What follows belongs to an exercise in optimizing a design on an open flow for small area; a production flow would make more cautious choices. Function was checked by simulation only, so behaviour that the tests miss may differ from the original. Power is estimated from default activity; no workload was simulated.

==> inputs of v3 <==
==> flow/design.v (excerpt) <==
module ex_top
(
    input  logic         clk,
    input  logic         rst_n,
    input  logic [164:0] id_ex_in,
    input  logic [31:0]  wb_write_data,
    input  logic [4:0]   wb_rd_addr,
    input  logic         wb_reg_write,
    input  logic         stall,
    input  logic         flush,
    output logic         branch_taken,
    output logic [31:0]  branch_target,
    output logic [87:0]  ex_mem_out
);
    logic [31:0] pc, rs1d, rs2d, imm;
    logic [4:0]  a1, a2;
    logic [2:0]  f3;
    logic [6:0]  opc;
    logic [3:0]  aop;
    logic        alu_src, is_jump, is_jalr, valid;
    assign pc      = id_ex_in[164:133];
    assign rs1d    = id_ex_in[132:101];
    assign rs2d    = id_ex_in[100:69];
    assign imm     = id_ex_in[68:37];
    assign a1      = id_ex_in[36:32];
    assign a2      = id_ex_in[31:27];
    assign f3      = id_ex_in[21:19];
    assign opc     = id_ex_in[18:12];
    assign aop     = id_ex_in[11:8];
    assign alu_src = id_ex_in[7];
    assign is_jump = id_ex_in[2];
    assign is_jalr = id_ex_in[1];
    assign valid   = id_ex_in[0];
  ...
==> module ex_top, before the edit <==
module ex_top
(
    input  logic         clk,
    input  logic         rst_n,
    input  logic [164:0] id_ex_in,
    input  logic [31:0]  wb_write_data,
    input  logic [4:0]   wb_rd_addr,
    input  logic         wb_reg_write,
    input  logic         stall,
    input  logic         flush,
    output logic         branch_taken,
    output logic [31:0]  branch_target,
    output logic [87:0]  ex_mem_out
);
    logic [31:0] pc, rs1d, rs2d, imm;
    logic [4:0]  a1, a2;
    logic [2:0]  f3;
    logic [6:0]  opc;
    logic [3:0]  aop;
    logic        alu_src, is_jump, is_jalr, valid;
    assign pc      = id_ex_in[164:133];
    assign rs1d    = id_ex_in[132:101];
    assign rs2d    = id_ex_in[100:69];
    assign imm     = id_ex_in[68:37];
    assign a1      = id_ex_in[36:32];
    assign a2      = id_ex_in[31:27];
    assign f3      = id_ex_in[21:19];
    assign opc     = id_ex_in[18:12];
    assign aop     = id_ex_in[11:8];
    assign alu_src = id_ex_in[7];
    assign is_jump = id_ex_in[2];
    assign is_jalr = id_ex_in[1];
    assign valid   = id_ex_in[0];
    logic [87:0] q;
    logic [31:0] q_alu;
    logic [4:0]  q_rd;
    assign q_alu = q[87:56];
    assign q_rd  = q[23:19];
    assign ex_mem_out = q;
    logic mem_ok, wb_ok, m1, w1, n1, m2, w2, n2;
    logic [31:0] rs1f, rs2f;
    assign mem_ok = q[0] & q[6] & (|q_rd);
    assign wb_ok  = wb_reg_write & (|wb_rd_addr);
    assign m1 = mem_ok & (q_rd == a1);
    assign w1 = ~m1 & wb_ok & (wb_rd_addr == a1);
    assign n1 = ~m1 & ~w1;
    assign m2 = mem_ok & (q_rd == a2);
    assign w2 = ~m2 & wb_ok & (wb_rd_addr == a2);
    assign n2 = ~m2 & ~w2;
    assign rs1f = ({32{m1}} & q_alu) | ({32{w1}} & wb_write_data) | ({32{n1}} & rs1d);
    assign rs2f = ({32{m2}} & q_alu) | ({32{w2}} & wb_write_data) | ({32{n2}} & rs2d);
    logic op_jalr, op_jal, op_br, op_auipc;
    assign op_jalr  = (opc == 7'b1100111);
    assign op_jal   = (opc == 7'b1101111);
    assign op_br    = (opc == 7'b1100011);
    assign op_auipc = (opc == 7'b0010111);
    logic [31:0] tx, tsum, tco;
    assign tx = op_jalr ? rs1f : pc;
    ex_skl32 u_tpfx (.p(tx ^ imm), .g(tx & imm), .co(tco));
    assign tsum = (tx ^ imm) ^ {tco[30:0], 1'b0};
    assign branch_target = {tsum[31:1], tsum[0] & ~op_jalr};
    logic [31:0] cx, cy, ceq, cco;
    logic sgn, eq, lt, cond;
    assign sgn = ~f3[1];
    assign cx  = {rs1f[31] ^ sgn, rs1f[30:0]};
    assign cy  = {rs2f[31] ^ sgn, rs2f[30:0]};
    assign ceq = ~(cx ^ cy);
    ex_pfx32 u_cpfx (.p(ceq), .g(~cx & cy), .co(cco));
    assign eq   = &ceq;
    assign lt   = cco[31];
    assign cond = f3[2] ? (lt ^ f3[0]) : (~f3[1] & (eq ^ f3[0]));
    assign branch_taken = valid & ((op_br & cond) | op_jal | op_jalr);
    logic jump, sub, a_pc, a_rs, pass_b;
    logic [31:0] a, b, bx, ap, ag, aco, sum;
    assign jump   = is_jump | is_jalr;
    assign pass_b = (aop == 4'd10);
    assign a_pc   = jump | (op_auipc & ~pass_b);
    assign a_rs   = ~jump & ~op_auipc & ~pass_b;
    assign a  = ({32{a_pc}} & pc) | ({32{a_rs}} & rs1f);
    assign b  = jump ? 32'd4 : (alu_src ? imm : rs2f);
    assign sub = ~jump & ((aop == 4'd1) | (aop == 4'd3) | (aop == 4'd4));
    assign bx = b ^ {32{sub}};
    assign ap = a ^ bx;
    assign ag = a & bx;
    ex_skl32 u_apfx (.p(ap), .g({ag[31:1], ag[0] | (ap[0] & sub)}), .co(aco));
    assign sum = ap ^ {aco[30:0], sub};
    logic c_ltu, c_lt;
    assign c_ltu = ~aco[31];
    assign c_lt  = c_ltu ^ a[31] ^ b[31];
    logic is_sll;
    logic [31:0] sx, sl;
    logic [31:0] sh [0:5];
    logic fill;
    assign is_sll = (aop == 4'd2);
    assign fill   = (aop == 4'd7) & a[31];
    always_comb begin
        for (int i = 0; i < 32; i++) sx[i] = is_sll ? a[31 - i] : a[i];
        sh[0] = sx;
        for (int k = 0; k < 5; k++)
            for (int i = 0; i < 32; i++)
                sh[k+1][i] = b[k] ? ((i + (1 << k) < 32) ? sh[k][i + (1 << k)] : fill) : sh[k][i];
        for (int i = 0; i < 32; i++) sl[i] = sh[5][31 - i];
    end
    logic load, hold;
    assign load = ~flush & ~stall;
    assign hold = ~flush & stall;
    logic s_sum, s_sr, s_sl, s_p, s_g, s_lt, s_ltu;
    assign s_sum = load & (jump | (aop == 4'd0) | (aop == 4'd1) | pass_b);
    assign s_sl  = load & ~jump & is_sll;
    assign s_sr  = load & ~jump & ((aop == 4'd6) | (aop == 4'd7));
    assign s_p   = load & ~jump & ((aop == 4'd5) | (aop == 4'd8));
    assign s_g   = load & ~jump & ((aop == 4'd9) | (aop == 4'd8));
    assign s_lt  = load & ~jump & (aop == 4'd3);
    assign s_ltu = load & ~jump & (aop == 4'd4);
    logic [31:0] alu_d;
    assign alu_d = ({32{s_sum}} & sum) | ({32{s_sr}} & sh[5]) | ({32{s_sl}} & sl)
                 | ({32{s_p}} & ap) | ({32{s_g}} & ag) | ({32{hold}} & q_alu)
                 | {31'd0, (s_lt & c_lt) | (s_ltu & c_ltu)};
    logic [55:0] lo_d;
    assign lo_d = {rs2f, id_ex_in[26:22], id_ex_in[18:1], valid};
    always_ff @(posedge clk or negedge rst_n) begin
        if (!rst_n) q <= '0;
        else        q <= {alu_d, ({56{load}} & lo_d) | ({56{hold}} & q[55:0])};
    end
endmodule
export LEC_CHECK = 0
export ABC_AREA = 1
export CAP_MARGIN = 20
export CORE_MARGIN = 2
export CORE_UTILIZATION = 40
export SLEW_MARGIN = 20
create_clock -name core_clock -period 8.0 [get_ports {clk}]
standard.sh (not shown) runs the stock make flow with config.mk's settings and CLKGATE_MAP_FILE= SYNTH_SCRIPT=/design/flow/synth_recipe.tcl, a recipe that flattens the netlist after the stock synthesis.
==> flow/flow/run.sh <==
#!/bin/bash
# The standard layout with two changes:
#  - synthesis maps the logic with the ABC script in flow/abc_area_amap.script;
#    everything else in synthesis (synth_recipe.tcl, ORFS synth.tcl) is unchanged
#  - the ports are buffered with buf_1 instead of the resizer's default buffer
#  - clock tree: larger sink clusters and no dummy loads
set -euo pipefail
here=$(pwd)
sed "s#log_cmd abc {\*}\$abc_args#log_cmd abc {*}[lreplace \$abc_args 1 1 $here/flow/abc_area_amap.script]#" \
    "$FLOW_HOME/scripts/synth.tcl" > "$here/synth_amap.tcl"
grep -q abc_area_amap "$here/synth_amap.tcl"
sed "s#source \$::env(SCRIPTS_DIR)/synth.tcl#source $here/synth_amap.tcl#" synth_recipe.tcl > "$here/my_synth.tcl"
grep -q synth_amap "$here/my_synth.tcl"
export CTS_ARGS="-sink_clustering_enable -repair_clock_nets -dont_use_dummy_load -sink_clustering_size 30 -sink_clustering_max_diameter 100 -root_buf sky130_fd_sc_hd__clkbuf_16 -buf_list sky130_fd_sc_hd__clkbuf_8"
export BUFFER_PORTS_ARGS="-buffer_cell sky130_fd_sc_hd__buf_1"
bash standard.sh SYNTH_SCRIPT="$here/my_synth.tcl" finish > standard.log 2>&1
==> flow/flow/abc_area_amap.script <==
strash
dch
map -D 2000
topo
stime -c
buffer -c
upsize -c
dnsize -c
==> v35 (differences from v3) <==
--- a/flow/design.v
+++ b/flow/design.v
@@ -209,7 +209,9 @@
     assign bx = b ^ {32{sub}};
     assign ap = a ^ bx;
     assign ag = a & bx;
-    ex_skl32 u_apfx (.p(ap), .g({ag[31:1], ag[0] | (ap[0] & sub)}), .co(aco));
+    logic kill;
+    assign kill = ~jump & ((aop == 4'd5) | (aop == 4'd8));
+    ex_skl32 u_apfx (.p(ap), .g({ag[31:1] & {31{~kill}}, (ag[0] & ~kill) | (ap[0] & sub)}), .co(aco));
     assign sum = ap ^ {aco[30:0], sub};
     logic c_ltu, c_lt;
     assign c_ltu = ~aco[31];
@@ -231,17 +233,16 @@
     logic load, hold;
     assign load = ~flush & ~stall;
     assign hold = ~flush & stall;
-    logic s_sum, s_sr, s_sl, s_p, s_g, s_lt, s_ltu;
-    assign s_sum = load & (jump | (aop == 4'd0) | (aop == 4'd1) | pass_b);
+    logic s_sum, s_sr, s_sl, s_g, s_lt, s_ltu;
+    assign s_sum = load & (jump | (aop == 4'd0) | (aop == 4'd1) | pass_b | (aop == 4'd5) | (aop == 4'd8));
     assign s_sl  = load & ~jump & is_sll;
     assign s_sr  = load & ~jump & ((aop == 4'd6) | (aop == 4'd7));
-    assign s_p   = load & ~jump & ((aop == 4'd5) | (aop == 4'd8));
     assign s_g   = load & ~jump & ((aop == 4'd9) | (aop == 4'd8));
     assign s_lt  = load & ~jump & (aop == 4'd3);
     assign s_ltu = load & ~jump & (aop == 4'd4);
     logic [31:0] alu_d;
     assign alu_d = ({32{s_sum}} & sum) | ({32{s_sr}} & sh[5]) | ({32{s_sl}} & sl)
-                 | ({32{s_p}} & ap) | ({32{s_g}} & ag) | ({32{hold}} & q_alu)
+                 | ({32{s_g}} & ag) | ({32{hold}} & q_alu)
                  | {31'd0, (s_lt & c_lt) | (s_ltu & c_ltu)};
     logic [55:0] lo_d;
     assign lo_d = {rs2f, id_ex_in[26:22], id_ex_in[18:1], valid};
--- a/flow/flow/run.sh
+++ b/flow/flow/run.sh
@@ -11,6 +11,6 @@
 grep -q abc_area_amap "$here/synth_amap.tcl"
 sed "s#source \$::env(SCRIPTS_DIR)/synth.tcl#source $here/synth_amap.tcl#" synth_recipe.tcl > "$here/my_synth.tcl"
 grep -q synth_amap "$here/my_synth.tcl"
-export CTS_ARGS="-sink_clustering_enable -repair_clock_nets -dont_use_dummy_load -sink_clustering_size 30 -sink_clustering_max_diameter 100 -root_buf sky130_fd_sc_hd__clkbuf_16 -buf_list sky130_fd_sc_hd__clkbuf_8"
+export CTS_ARGS="-sink_clustering_enable -repair_clock_nets -dont_use_dummy_load -sink_clustering_size 30 -sink_clustering_max_diameter 100"
 export BUFFER_PORTS_ARGS="-buffer_cell sky130_fd_sc_hd__buf_1"
 bash standard.sh SYNTH_SCRIPT="$here/my_synth.tcl" finish > standard.log 2>&1
==> flow/flow/abc_area_amap.script (replaced) <==
strash
dch
map -D 2100
topo
==> summary.md <==
| Metric | Value |
|---|---|
| Crit path launch | `id_ex_in[33]` |
| Post-synthesis sequential area ratio | `0.192` |
| Net switching power | `about 0.8 mW` |
| Core ar. | `0.0280 mm2` |
| Endpoint, Worst Hold | `q[1]` |
| Routed Wire Length | `~53000 um` |
| Synth top area cells | `dfrtp_1 (19%), nand2_1 (12%), ha_1 (11%)` |
| Number of global-route vias before repair | `13800` |
| Final Instance Area | `between 0.01 and 0.015 mm2` |
| Pint | `0.997 mW` |
| Synth Area in Compound Gates | `0.327` |
| Peak supply drop | `between 0.00009 and 0.0001 V` |
| Outcome | `no timing/DRC/antenna violations` |
| Met1 Use GR | `0.484` |
| Tap cells | `378` |
| Most frequent cells in the layout | `nand2_1 (369), buf_1 (317), o21ai_0 (237), clkinv_1 (211), nor2_1 (125)` |
Source of the figures above: v35

==> summary.md <==
| Metric | Value |
|---|---|
| Final Instance Area | `around 0.014 mm2` |
| Placed instance area | `0.0139 mm2` |
| Total GRT Usage | `0.369` |
| Sequential power share | `0.297` |
| CP startpoint kind | `primary input` |
| DR DRC count | `0` |
| Routed Wire Length | `60500 um` |
| Tap cells | `396` |
| Number of global-route vias before repair | `approximately 14000` |
| Crit path launch | `id_ex_in[32]` |
| Peak supply drop | `0.0000887 V` |
| Ports | `328` |
| Routability Congestion | `just under 1` |
| Core ar. | `around 0.03 mm2` |
| Synth top area cells | `dfrtp_1 (18%), nand2_1 (12%), ha_1 (9.6%)` |
| Most frequent cells in the layout | `nand2_1 (381), buf_1 (326), o21ai_0 (203), inv_1 (199)` |
| Net switching power | `approximately 0.82 mW` |
| Outcome | `no timing/DRC/antenna violations` |
| Met1 Use GR | `0.527` |
| Levels on crit path | `29` |
Source of the figures above: v3


==> run a <==
==> flow/design.v <==
`default_nettype none
package riscv_pkg;
    localparam int XLEN           = 32;
    localparam int REG_ADDR_WIDTH = 5;
    localparam int FUNCT3_WIDTH   = 3;
    typedef logic [XLEN-1:0]           word_t;      
    typedef logic [REG_ADDR_WIDTH-1:0] reg_addr_t;  
    typedef logic [FUNCT3_WIDTH-1:0]   funct3_t;    
    typedef enum logic [3:0] {
        ADD    = 4'd0,
        SUB    = 4'd1,
        SLL    = 4'd2,
        SLT    = 4'd3,
        SLTU   = 4'd4,
        XOR    = 4'd5,
        SRL    = 4'd6,
        SRA    = 4'd7,
        OR     = 4'd8,
        AND    = 4'd9,
        PASS_B = 4'd10   
    } alu_op_e;
    typedef enum logic [1:0] {
        FWD_NONE = 2'd0,  
        FWD_MEM  = 2'd1,  
        FWD_WB   = 2'd2   
    } forward_src_e;
    typedef enum logic [6:0] {
        OP_IMM    = 7'b0010011,
        OP_REG    = 7'b0110011,
        OP_LUI    = 7'b0110111,
        OP_AUIPC  = 7'b0010111,
        OP_BRANCH = 7'b1100011,
        OP_JAL    = 7'b1101111,
        OP_JALR   = 7'b1100111,
        OP_LOAD   = 7'b0000011,
        OP_STORE  = 7'b0100011
    } opcode_e;
    typedef enum logic [FUNCT3_WIDTH-1:0] {
        BEQ  = 3'b000,
        BNE  = 3'b001,
        BLT  = 3'b100,
        BGE  = 3'b101,
        BLTU = 3'b110,
        BGEU = 3'b111
    } funct3_branch_e;
    typedef struct packed {
        opcode_e opcode;
        alu_op_e alu_op;
        logic    alu_src;    
        logic    reg_write;
        logic    mem_read;
        logic    mem_write;
        logic    is_branch;
        logic    is_jump;    
        logic    is_jalr;
    } ctrl_t;
    typedef struct packed {
        word_t     pc;
        word_t     rs1_data;
        word_t     rs2_data;
        word_t     immediate;
        reg_addr_t rs1_addr;
        reg_addr_t rs2_addr;
        reg_addr_t rd_addr;
        funct3_t   funct3_for_branch;
        ctrl_t     ctrl;
        logic      valid_id_ex;
    } id_ex_reg_t;
    typedef struct packed {
        word_t     alu_result;    
        word_t     rs2_data_str;  
        reg_addr_t rd_addr;
        ctrl_t     ctrl;
        logic      valid_ex_mem;
    } ex_mem_reg_t;
endpackage
`default_nettype wire
`default_nettype none
module ex_pfx32
(
    input  logic [31:0] p,
    input  logic [31:0] g,
    output logic [31:0] co
);
    logic [31:0] G, P;
    integer l, j;
    always_comb begin
        G = g;
        P = p;
        for (l = 0; l < 5; l = l + 1)
            for (j = (2 << l) - 1; j < 32; j = j + (2 << l)) begin
                G[j] = G[j] | (P[j] & G[j - (1 << l)]);
                P[j] = P[j] & P[j - (1 << l)];
            end
        for (l = 3; l >= 0; l = l - 1)
            for (j = 3 * (1 << l) - 1; j < 32; j = j + (2 << l)) begin
                G[j] = G[j] | (P[j] & G[j - (1 << l)]);
                P[j] = P[j] & P[j - (1 << l)];
            end
        co = G;
    end
endmodule
module ex_top
(
    input  logic         clk,
    input  logic         rst_n,
    input  logic [164:0] id_ex_in,
    input  logic [31:0]  wb_write_data,
    input  logic [4:0]   wb_rd_addr,
    input  logic         wb_reg_write,
    input  logic         stall,
    input  logic         flush,
    output logic         branch_taken,
    output logic [31:0]  branch_target,
    output logic [87:0]  ex_mem_out
);
    logic [31:0] pc, rs1d, rs2d, imm;
    logic [4:0]  a1, a2;
    logic [2:0]  f3;
    logic [6:0]  opc;
    logic [3:0]  aop;
    logic        alu_src, is_jump, is_jalr, valid;
    assign pc      = id_ex_in[164:133];
    assign rs1d    = id_ex_in[132:101];
    assign rs2d    = id_ex_in[100:69];
    assign imm     = id_ex_in[68:37];
    assign a1      = id_ex_in[36:32];
    assign a2      = id_ex_in[31:27];
    assign f3      = id_ex_in[21:19];
    assign opc     = id_ex_in[18:12];
    assign aop     = id_ex_in[11:8];
    assign alu_src = id_ex_in[7];
    assign is_jump = id_ex_in[2];
    assign is_jalr = id_ex_in[1];
    assign valid   = id_ex_in[0];
    logic [87:0] q;
    logic [31:0] q_alu;
    logic [4:0]  q_rd;
    assign q_alu = q[87:56];
    assign q_rd  = q[23:19];
    assign ex_mem_out = q;
    logic mem_ok, wb_ok, m1, w1, n1, m2, w2, n2;
    logic [31:0] rs1f, rs2f;
    assign mem_ok = q[0] & q[6] & (|q_rd);
    assign wb_ok  = wb_reg_write & (|wb_rd_addr);
    assign m1 = mem_ok & (q_rd == a1);
    assign w1 = ~m1 & wb_ok & (wb_rd_addr == a1);
    assign n1 = ~m1 & ~w1;
    assign m2 = mem_ok & (q_rd == a2);
    assign w2 = ~m2 & wb_ok & (wb_rd_addr == a2);
    assign n2 = ~m2 & ~w2;
    assign rs1f = ({32{m1}} & q_alu) | ({32{w1}} & wb_write_data) | ({32{n1}} & rs1d);
    assign rs2f = ({32{m2}} & q_alu) | ({32{w2}} & wb_write_data) | ({32{n2}} & rs2d);
    logic op_jalr, op_jal, op_br, op_auipc;
    assign op_jalr  = (opc == 7'b1100111);
    assign op_jal   = (opc == 7'b1101111);
    assign op_br    = (opc == 7'b1100011);
    assign op_auipc = (opc == 7'b0010111);
    logic [31:0] tx, tsum, tco;
    assign tx = op_jalr ? rs1f : pc;
    ex_pfx32 u_tpfx (.p(tx ^ imm), .g(tx & imm), .co(tco));
    assign tsum = (tx ^ imm) ^ {tco[30:0], 1'b0};
    assign branch_target = {tsum[31:1], tsum[0] & ~op_jalr};
    logic [31:0] cco;
    logic eq, ltu, lts, cond;
    ex_pfx32 u_cpfx (.p(~(rs1f ^ rs2f)), .g(rs1f & ~rs2f), .co(cco));
    assign eq   = &(~(rs1f ^ rs2f));
    assign ltu  = ~(cco[31] | eq);
    assign lts  = ltu ^ rs1f[31] ^ rs2f[31];
    always_comb begin
        case (f3)
            3'b000:  cond = eq;
            3'b001:  cond = ~eq;
            3'b100:  cond = lts;
            3'b101:  cond = ~lts;
            3'b110:  cond = ltu;
            3'b111:  cond = ~ltu;
            default: cond = 1'b0;
        endcase
    end
    assign branch_taken = valid & ((op_br & cond) | op_jal | op_jalr);
    logic jump, sub, a_pc, a_rs, pass_b;
    logic [31:0] a, b, bx, ap, ag, aco, sum;
    assign jump   = is_jump | is_jalr;
    assign pass_b = (aop == 4'd10);
    assign a_pc   = jump | (op_auipc & ~pass_b);
    assign a_rs   = ~jump & ~op_auipc & ~pass_b;
    assign a  = ({32{a_pc}} & pc) | ({32{a_rs}} & rs1f);
    assign b  = jump ? 32'd4 : (alu_src ? imm : rs2f);
    assign sub = ~jump & ((aop == 4'd1) | (aop == 4'd3) | (aop == 4'd4));
    assign bx = b ^ {32{sub}};
    assign ap = a ^ bx;
    assign ag = a & bx;
    ex_pfx32 u_apfx (.p(ap), .g({ag[31:1], ag[0] | (ap[0] & sub)}), .co(aco));
    assign sum = ap ^ {aco[30:0], sub};
    logic c_ltu, c_lt;
    assign c_ltu = ~aco[31];
    assign c_lt  = c_ltu ^ a[31] ^ b[31];
    logic is_sll;
    logic [31:0] sx, sl;
    logic [31:0] sh [0:5];
    logic fill;
    assign is_sll = (aop == 4'd2);
    assign fill   = (aop == 4'd7) & a[31];
    always_comb begin
        for (int i = 0; i < 32; i++) sx[i] = is_sll ? a[31 - i] : a[i];
        sh[0] = sx;
        for (int k = 0; k < 5; k++)
            for (int i = 0; i < 32; i++)
                sh[k+1][i] = b[k] ? ((i + (1 << k) < 32) ? sh[k][i + (1 << k)] : fill) : sh[k][i];
        for (int i = 0; i < 32; i++) sl[i] = sh[5][31 - i];
    end
    logic load, hold;
    assign load = ~flush & ~stall;
    assign hold = ~flush & stall;
    logic s_sum, s_sr, s_sl, s_p, s_g, s_lt, s_ltu;
    assign s_sum = load & (jump | (aop == 4'd0) | (aop == 4'd1) | pass_b);
    assign s_sl  = load & ~jump & is_sll;
    assign s_sr  = load & ~jump & ((aop == 4'd6) | (aop == 4'd7));
    assign s_p   = load & ~jump & ((aop == 4'd5) | (aop == 4'd8));
    assign s_g   = load & ~jump & ((aop == 4'd9) | (aop == 4'd8));
    assign s_lt  = load & ~jump & (aop == 4'd3);
    assign s_ltu = load & ~jump & (aop == 4'd4);
    logic [31:0] alu_d;
    assign alu_d = ({32{s_sum}} & sum) | ({32{s_sr}} & sh[5]) | ({32{s_sl}} & sl)
                 | ({32{s_p}} & ap) | ({32{s_g}} & ag) | ({32{hold}} & q_alu)
                 | {31'd0, (s_lt & c_lt) | (s_ltu & c_ltu)};
    logic [55:0] lo_d;
    assign lo_d = {rs2f, id_ex_in[26:22], id_ex_in[18:1], valid};
    always_ff @(posedge clk or negedge rst_n) begin
        if (!rst_n) q <= '0;
        else        q <= {alu_d, ({56{load}} & lo_d) | ({56{hold}} & q[55:0])};
    end
endmodule
`default_nettype wire
==> flow/flow/run.sh <==
#!/bin/bash
export BUFFER_PORTS_ARGS="-buffer_cell sky130_fd_sc_hd__buf_1"
bash standard.sh > standard.log 2>&1
==> flow/standard.sh <==
#!/bin/bash
# synth_recipe.tcl (not shown) runs the flow's synth.tcl, then flattens the netlist and writes it again
# the make line also repeats each setting of config.mk as NAME=value (left out here)
make -C /OpenROAD-flow-scripts/flow DESIGN_CONFIG=/design/flow/config.mk WORK_HOME=/design/flow/orfs CLKGATE_MAP_FILE= SYNTH_SCRIPT=/design/flow/synth_recipe.tcl "${@:-finish}"
==> flow/config.mk <==
export PLATFORM = sky130hd
export DESIGN_NAME = ex_top
export DESIGN_NICKNAME = ex_top
export VERILOG_FILES = /design/flow/design.v
export SDC_FILE = /design/flow/constraint.sdc
export NUM_CORES = 4
export LEC_CHECK = 0
export ABC_AREA = 1
export CAP_MARGIN = 20
export CORE_MARGIN = 2
export CORE_UTILIZATION = 40
export SLEW_MARGIN = 20
==> flow/constraint.sdc <==
create_clock -name core_clock -period 8.0 [get_ports {clk}]
set_input_delay 1.6000 -clock core_clock [delete_from_list [all_inputs] [get_ports {clk}]]
set_output_delay 1.6000 -clock core_clock [all_outputs]
set_load 0.01 [all_outputs]
==> run b: changes against run a <==
==> flow/design.v, changed modules only <==
module ex_skl32
(
    input  logic [31:0] p,
    input  logic [31:0] g,
    output logic [31:0] co
);
    logic [31:0] G, P, Gn, Pn;
    integer l, j;
    always_comb begin
        G = g;
        P = p;
        for (l = 0; l < 5; l = l + 1) begin
            Gn = G;
            Pn = P;
            for (j = 0; j < 32; j = j + 1)
                if (j & (1 << l)) begin
                    Gn[j] = G[j] | (P[j] & G[(j >> l << l) - 1]);
                    Pn[j] = P[j] & P[(j >> l << l) - 1];
                end
            G = Gn;
            P = Pn;
        end
        co = G;
    end
endmodule
module ex_top
(
    input  logic         clk,
    input  logic         rst_n,
    input  logic [164:0] id_ex_in,
    input  logic [31:0]  wb_write_data,
    input  logic [4:0]   wb_rd_addr,
    input  logic         wb_reg_write,
    input  logic         stall,
    input  logic         flush,
    output logic         branch_taken,
    output logic [31:0]  branch_target,
    output logic [87:0]  ex_mem_out
);
    logic [31:0] pc, rs1d, rs2d, imm;
    logic [4:0]  a1, a2;
    logic [2:0]  f3;
    logic [6:0]  opc;
    logic [3:0]  aop;
    logic        alu_src, is_jump, is_jalr, valid;
    assign pc      = id_ex_in[164:133];
    assign rs1d    = id_ex_in[132:101];
    assign rs2d    = id_ex_in[100:69];
    assign imm     = id_ex_in[68:37];
    assign a1      = id_ex_in[36:32];
    assign a2      = id_ex_in[31:27];
    assign f3      = id_ex_in[21:19];
    assign opc     = id_ex_in[18:12];
    assign aop     = id_ex_in[11:8];
    assign alu_src = id_ex_in[7];
    assign is_jump = id_ex_in[2];
    assign is_jalr = id_ex_in[1];
    assign valid   = id_ex_in[0];
    logic [87:0] q;
    logic [31:0] q_alu;
    logic [4:0]  q_rd;
    assign q_alu = q[87:56];
    assign q_rd  = q[23:19];
    assign ex_mem_out = q;
    logic mem_ok, wb_ok, m1, w1, n1, m2, w2, n2;
    logic [31:0] rs1f, rs2f;
    assign mem_ok = q[0] & q[6] & (|q_rd);
    assign wb_ok  = wb_reg_write & (|wb_rd_addr);
    assign m1 = mem_ok & (q_rd == a1);
    assign w1 = ~m1 & wb_ok & (wb_rd_addr == a1);
    assign n1 = ~m1 & ~w1;
    assign m2 = mem_ok & (q_rd == a2);
    assign w2 = ~m2 & wb_ok & (wb_rd_addr == a2);
    assign n2 = ~m2 & ~w2;
    assign rs1f = ({32{m1}} & q_alu) | ({32{w1}} & wb_write_data) | ({32{n1}} & rs1d);
    assign rs2f = ({32{m2}} & q_alu) | ({32{w2}} & wb_write_data) | ({32{n2}} & rs2d);
    logic op_jalr, op_jal, op_br, op_auipc;
    assign op_jalr  = (opc == 7'b1100111);
    assign op_jal   = (opc == 7'b1101111);
    assign op_br    = (opc == 7'b1100011);
    assign op_auipc = (opc == 7'b0010111);
    logic [31:0] tx, tsum, tco;
    assign tx = op_jalr ? rs1f : pc;
    ex_skl32 u_tpfx (.p(tx ^ imm), .g(tx & imm), .co(tco));
    assign tsum = (tx ^ imm) ^ {tco[30:0], 1'b0};
    assign branch_target = {tsum[31:1], tsum[0] & ~op_jalr};
    logic [31:0] cx, cy, ceq, cco;
    logic sgn, eq, lt, cond;
    assign sgn = ~f3[1];
    assign cx  = {rs1f[31] ^ sgn, rs1f[30:0]};
    assign cy  = {rs2f[31] ^ sgn, rs2f[30:0]};
    assign ceq = ~(cx ^ cy);
    ex_pfx32 u_cpfx (.p(ceq), .g(~cx & cy), .co(cco));
    assign eq   = &ceq;
    assign lt   = cco[31];
    assign cond = f3[2] ? (lt ^ f3[0]) : (~f3[1] & (eq ^ f3[0]));
    assign branch_taken = valid & ((op_br & cond) | op_jal | op_jalr);
    logic jump, sub, a_pc, a_rs, pass_b;
    logic [31:0] a, b, bx, ap, ag, aco, sum;
    assign jump   = is_jump | is_jalr;
    assign pass_b = (aop == 4'd10);
    assign a_pc   = jump | (op_auipc & ~pass_b);
    assign a_rs   = ~jump & ~op_auipc & ~pass_b;
    assign a  = ({32{a_pc}} & pc) | ({32{a_rs}} & rs1f);
    assign b  = jump ? 32'd4 : (alu_src ? imm : rs2f);
    assign sub = ~jump & ((aop == 4'd1) | (aop == 4'd3) | (aop == 4'd4));
    assign bx = b ^ {32{sub}};
    assign ap = a ^ bx;
    assign ag = a & bx;
    logic kill;
    assign kill = ~jump & ((aop == 4'd5) | (aop == 4'd8));
    ex_skl32 u_apfx (.p(ap), .g({ag[31:1] & {31{~kill}}, (ag[0] & ~kill) | (ap[0] & sub)}), .co(aco));
    assign sum = ap ^ {aco[30:0], sub};
    logic c_ltu, c_lt;
    assign c_ltu = ~aco[31];
    assign c_lt  = c_ltu ^ a[31] ^ b[31];
    logic is_sll;
    logic [31:0] sx, sl;
    logic [31:0] sh [0:5];
    logic fill;
    assign is_sll = (aop == 4'd2);
    assign fill   = (aop == 4'd7) & a[31];
    always_comb begin
        for (int i = 0; i < 32; i++) sx[i] = is_sll ? a[31 - i] : a[i];
        sh[0] = sx;
        for (int k = 0; k < 5; k++)
            for (int i = 0; i < 32; i++)
                sh[k+1][i] = b[k] ? ((i + (1 << k) < 32) ? sh[k][i + (1 << k)] : fill) : sh[k][i];
        for (int i = 0; i < 32; i++) sl[i] = sh[5][31 - i];
    end
    logic load, hold;
    assign load = ~flush & ~stall;
    assign hold = ~flush & stall;
    logic s_sum, s_sr, s_sl, s_g, s_lt, s_ltu;
    assign s_sum = load & (jump | (aop == 4'd0) | (aop == 4'd1) | pass_b | (aop == 4'd5) | (aop == 4'd8));
    assign s_sl  = load & ~jump & is_sll;
    assign s_sr  = load & ~jump & ((aop == 4'd6) | (aop == 4'd7));
    assign s_g   = load & ~jump & ((aop == 4'd9) | (aop == 4'd8));
    assign s_lt  = load & ~jump & (aop == 4'd3);
    assign s_ltu = load & ~jump & (aop == 4'd4);
    logic [31:0] alu_d;
    assign alu_d = ({32{s_sum}} & sum) | ({32{s_sr}} & sh[5]) | ({32{s_sl}} & sl)
                 | ({32{s_g}} & ag) | ({32{hold}} & q_alu)
                 | {31'd0, (s_lt & c_lt) | (s_ltu & c_ltu)};
    logic [55:0] lo_d;
    assign lo_d = {rs2f, id_ex_in[26:22], id_ex_in[18:1], valid};
    always_ff @(posedge clk or negedge rst_n) begin
        if (!rst_n) q <= '0;
        else        q <= {alu_d, ({56{load}} & lo_d) | ({56{hold}} & q[55:0])};
    end
endmodule
==> flow/flow/run.sh (replaced) <==
#!/bin/bash
# The standard layout with two changes:
#  - synthesis maps the logic with the ABC script in flow/abc_area_amap.script;
#    everything else in synthesis (synth_recipe.tcl, ORFS synth.tcl) is unchanged
#  - the ports are buffered with buf_1 instead of the resizer's default buffer
#  - clock tree: larger sink clusters and no dummy loads
#  - floorplan only removes synthesis buffers (no pre-placement upsizing)
set -euo pipefail
here=$(pwd)
sed "s#log_cmd abc {\*}\$abc_args#log_cmd abc {*}[lreplace \$abc_args 1 1 $here/flow/abc_area_amap.script]#" \
    "$FLOW_HOME/scripts/synth.tcl" > "$here/synth_amap.tcl"
grep -q abc_area_amap "$here/synth_amap.tcl"
sed "s#source \$::env(SCRIPTS_DIR)/synth.tcl#source $here/synth_amap.tcl#" synth_recipe.tcl > "$here/my_synth.tcl"
grep -q synth_amap "$here/my_synth.tcl"
export CTS_ARGS="-sink_clustering_enable -repair_clock_nets -dont_use_dummy_load -sink_clustering_size 30 -sink_clustering_max_diameter 100"
export REMOVE_ABC_BUFFERS=1
export BUFFER_PORTS_ARGS="-buffer_cell sky130_fd_sc_hd__buf_1"
bash standard.sh SYNTH_SCRIPT="$here/my_synth.tcl" finish > standard.log 2>&1
==> flow/flow/abc_area_amap.script (new file) <==
strash
dch
map -D 2100
topo
==> run c: changes against run a <==
==> flow/design.v, changed modules only <==
module ex_skl32
(
    input  logic [31:0] p,
    input  logic [31:0] g,
    output logic [31:0] co
);
    logic [31:0] G, P, Gn, Pn;
    integer l, j;
    always_comb begin
        G = g;
        P = p;
        for (l = 0; l < 5; l = l + 1) begin
            Gn = G;
            Pn = P;
            for (j = 0; j < 32; j = j + 1)
                if (j & (1 << l)) begin
                    Gn[j] = G[j] | (P[j] & G[(j >> l << l) - 1]);
                    Pn[j] = P[j] & P[(j >> l << l) - 1];
                end
            G = Gn;
            P = Pn;
        end
        co = G;
    end
endmodule
module ex_top
(
    input  logic         clk,
    input  logic         rst_n,
    input  logic [164:0] id_ex_in,
    input  logic [31:0]  wb_write_data,
    input  logic [4:0]   wb_rd_addr,
    input  logic         wb_reg_write,
    input  logic         stall,
    input  logic         flush,
    output logic         branch_taken,
    output logic [31:0]  branch_target,
    output logic [87:0]  ex_mem_out
);
    logic [31:0] pc, rs1d, rs2d, imm;
    logic [4:0]  a1, a2;
    logic [2:0]  f3;
    logic [6:0]  opc;
    logic [3:0]  aop;
    logic        alu_src, is_jump, is_jalr, valid;
    assign pc      = id_ex_in[164:133];
    assign rs1d    = id_ex_in[132:101];
    assign rs2d    = id_ex_in[100:69];
    assign imm     = id_ex_in[68:37];
    assign a1      = id_ex_in[36:32];
    assign a2      = id_ex_in[31:27];
    assign f3      = id_ex_in[21:19];
    assign opc     = id_ex_in[18:12];
    assign aop     = id_ex_in[11:8];
    assign alu_src = id_ex_in[7];
    assign is_jump = id_ex_in[2];
    assign is_jalr = id_ex_in[1];
    assign valid   = id_ex_in[0];
    logic [87:0] q;
    logic [31:0] q_alu;
    logic [4:0]  q_rd;
    assign q_alu = q[87:56];
    assign q_rd  = q[23:19];
    assign ex_mem_out = q;
    logic mem_ok, wb_ok, m1, w1, n1, m2, w2, n2;
    logic [31:0] rs1f, rs2f;
    assign mem_ok = q[0] & q[6] & (|q_rd);
    assign wb_ok  = wb_reg_write & (|wb_rd_addr);
    assign m1 = mem_ok & (q_rd == a1);
    assign w1 = ~m1 & wb_ok & (wb_rd_addr == a1);
    assign n1 = ~m1 & ~w1;
    assign m2 = mem_ok & (q_rd == a2);
    assign w2 = ~m2 & wb_ok & (wb_rd_addr == a2);
    assign n2 = ~m2 & ~w2;
    assign rs1f = ({32{m1}} & q_alu) | ({32{w1}} & wb_write_data) | ({32{n1}} & rs1d);
    assign rs2f = ({32{m2}} & q_alu) | ({32{w2}} & wb_write_data) | ({32{n2}} & rs2d);
    logic op_jalr, op_jal, op_br, op_auipc;
    assign op_jalr  = (opc == 7'b1100111);
    assign op_jal   = (opc == 7'b1101111);
    assign op_br    = (opc == 7'b1100011);
    assign op_auipc = (opc == 7'b0010111);
    logic [31:0] tx, tsum, tco;
    assign tx = op_jalr ? rs1f : pc;
    ex_skl32 u_tpfx (.p(tx ^ imm), .g(tx & imm), .co(tco));
    assign tsum = (tx ^ imm) ^ {tco[30:0], 1'b0};
    assign branch_target = {tsum[31:1], tsum[0] & ~op_jalr};
    logic [31:0] cx, cy, ceq, cco;
    logic sgn, eq, lt, cond;
    assign sgn = ~f3[1];
    assign cx  = {rs1f[31] ^ sgn, rs1f[30:0]};
    assign cy  = {rs2f[31] ^ sgn, rs2f[30:0]};
    assign ceq = ~(cx ^ cy);
    ex_pfx32 u_cpfx (.p(ceq), .g(~cx & cy), .co(cco));
    assign eq   = &ceq;
    assign lt   = cco[31];
    assign cond = f3[2] ? (lt ^ f3[0]) : (~f3[1] & (eq ^ f3[0]));
    assign branch_taken = valid & ((op_br & cond) | op_jal | op_jalr);
    logic jump, sub, a_pc, a_rs, pass_b;
    logic [31:0] a, b, bx, ap, ag, aco, sum;
    assign jump   = is_jump | is_jalr;
    assign pass_b = (aop == 4'd10);
    assign a_pc   = jump | (op_auipc & ~pass_b);
    assign a_rs   = ~jump & ~op_auipc & ~pass_b;
    assign a  = ({32{a_pc}} & pc) | ({32{a_rs}} & rs1f);
    assign b  = jump ? 32'd4 : (alu_src ? imm : rs2f);
    assign sub = ~jump & ((aop == 4'd1) | (aop == 4'd3) | (aop == 4'd4));
    assign bx = b ^ {32{sub}};
    assign ap = a ^ bx;
    assign ag = a & bx;
    logic kill;
    assign kill = ~jump & ((aop == 4'd5) | (aop == 4'd8));
    ex_skl32 u_apfx (.p(ap), .g({ag[31:1] & {31{~kill}}, (ag[0] & ~kill) | (ap[0] & sub)}), .co(aco));
    assign sum = ap ^ {aco[30:0], sub};
    logic c_ltu, c_lt;
    assign c_ltu = ~aco[31];
    assign c_lt  = c_ltu ^ a[31] ^ b[31];
    logic is_sll;
    logic [31:0] sx, sl;
    logic [31:0] sh [0:5];
    logic fill;
    assign is_sll = (aop == 4'd2);
    assign fill   = (aop == 4'd7) & a[31];
    always_comb begin
        for (int i = 0; i < 32; i++) sx[i] = is_sll ? a[31 - i] : a[i];
        sh[0] = sx;
        for (int k = 0; k < 5; k++)
            for (int i = 0; i < 32; i++)
                sh[k+1][i] = b[k] ? ((i + (1 << k) < 32) ? sh[k][i + (1 << k)] : fill) : sh[k][i];
        for (int i = 0; i < 32; i++) sl[i] = sh[5][31 - i];
    end
    logic load, hold;
    assign load = ~flush & ~stall;
    assign hold = ~flush & stall;
    logic s_sum, s_sr, s_sl, s_g, s_lt, s_ltu;
    assign s_sum = load & (jump | (aop == 4'd0) | (aop == 4'd1) | pass_b | (aop == 4'd5) | (aop == 4'd8));
    assign s_sl  = load & ~jump & is_sll;
    assign s_sr  = load & ~jump & ((aop == 4'd6) | (aop == 4'd7));
    assign s_g   = load & ~jump & ((aop == 4'd9) | (aop == 4'd8));
    assign s_lt  = load & ~jump & (aop == 4'd3);
    assign s_ltu = load & ~jump & (aop == 4'd4);
    logic [31:0] alu_d;
    assign alu_d = ({32{s_sum}} & sum) | ({32{s_sr}} & sh[5]) | ({32{s_sl}} & sl)
                 | ({32{s_g}} & ag) | ({32{hold}} & q_alu)
                 | {31'd0, (s_lt & c_lt) | (s_ltu & c_ltu)};
    logic [55:0] lo_d;
    assign lo_d = {rs2f, id_ex_in[26:22], id_ex_in[18:1], valid};
    always_ff @(posedge clk or negedge rst_n) begin
        if (!rst_n) q <= '0;
        else        q <= {alu_d, ({56{load}} & lo_d) | ({56{hold}} & q[55:0])};
    end
endmodule
==> flow/flow/run.sh (replaced) <==
#!/bin/bash
# The standard layout with two changes:
#  - synthesis maps the logic with the ABC script in flow/abc_area_amap.script;
#    everything else in synthesis (synth_recipe.tcl, ORFS synth.tcl) is unchanged
#  - the ports are buffered with buf_1 instead of the resizer's default buffer
#  - clock tree: larger sink clusters and no dummy loads
set -euo pipefail
here=$(pwd)
sed "s#log_cmd abc {\*}\$abc_args#log_cmd abc {*}[lreplace \$abc_args 1 1 $here/flow/abc_area_amap.script]#" \
    "$FLOW_HOME/scripts/synth.tcl" > "$here/synth_amap.tcl"
grep -q abc_area_amap "$here/synth_amap.tcl"
sed "s#source \$::env(SCRIPTS_DIR)/synth.tcl#source $here/synth_amap.tcl#" synth_recipe.tcl > "$here/my_synth.tcl"
grep -q synth_amap "$here/my_synth.tcl"
export CTS_ARGS="-sink_clustering_enable -repair_clock_nets -dont_use_dummy_load -sink_clustering_size 30 -sink_clustering_max_diameter 100"
export BUFFER_PORTS_ARGS="-buffer_cell sky130_fd_sc_hd__buf_1"
bash standard.sh SYNTH_SCRIPT="$here/my_synth.tcl" finish > standard.log 2>&1
==> flow/flow/abc_area_amap.script (new file) <==
strash
dch
map -D 2000
topo
stime -c
buffer -c
upsize -c
dnsize -c
==> summary of the runs <==
Run b went through all stages and came out clean. Run c passed the timing, DRC and antenna checks. Run a passed the timing, DRC and antenna checks. Against run c, the power of run b is smaller by about 0.3%. Maximum frequency is about the same in run c and run a. The highest global-route usage belongs to run a, the lowest to run b. Non-clock buffer count: run c < run a < run b. The lowest sequential share of layout area belongs to run a, the highest to run b. Die area: run b is lower than run c (about 7%). In run b the routed wire length is lower than in run a, by about 30%. Combinational power: run b < run c < run a. Clock skew, highest first: run a, run b, run c. The lowest utilization belongs to run c, the highest to run b. Design area: run a > run c > run b.

separate check: timing with driven ports:
In the flow no input, the clock included, has a driving cell. The finished layouts below were timed again as built, in two steps.
Step 1 sets driving cells, clkbuf_16 on the clock port and buf_2 on the other inputs (assumed; they add their load-dependent delay and slew).
Step 2 also shifts input and output timing later by t, the mid clock arrival at the registers, as if the neighbouring blocks saw the same clock.
a / b / c = no drivers / after step 1 / after step 2; a / b = the first two.
run | shift t [ns] | setup WS [ns] | worst setup path at the end
v3 | 0.403 | 0.372 / 0.350 / 0.338 | input to register
v35 | 0.395 | 0.293 / 0.271 / 0.271 | input to output
run a | 0.445 | 0.366 / 0.344 / 0.344 | input to output
run b | 0.402 | 0.148 / 0.124 / 0.124 | input to output
run c | 0.410 | 0.361 / 0.323 / 0.323 | input to output
After both steps setup and hold are still met in every run listed. The setup slack of run c, which loses most, moves by -0.038 ns with the drivers and by -0.038 ns with both steps.
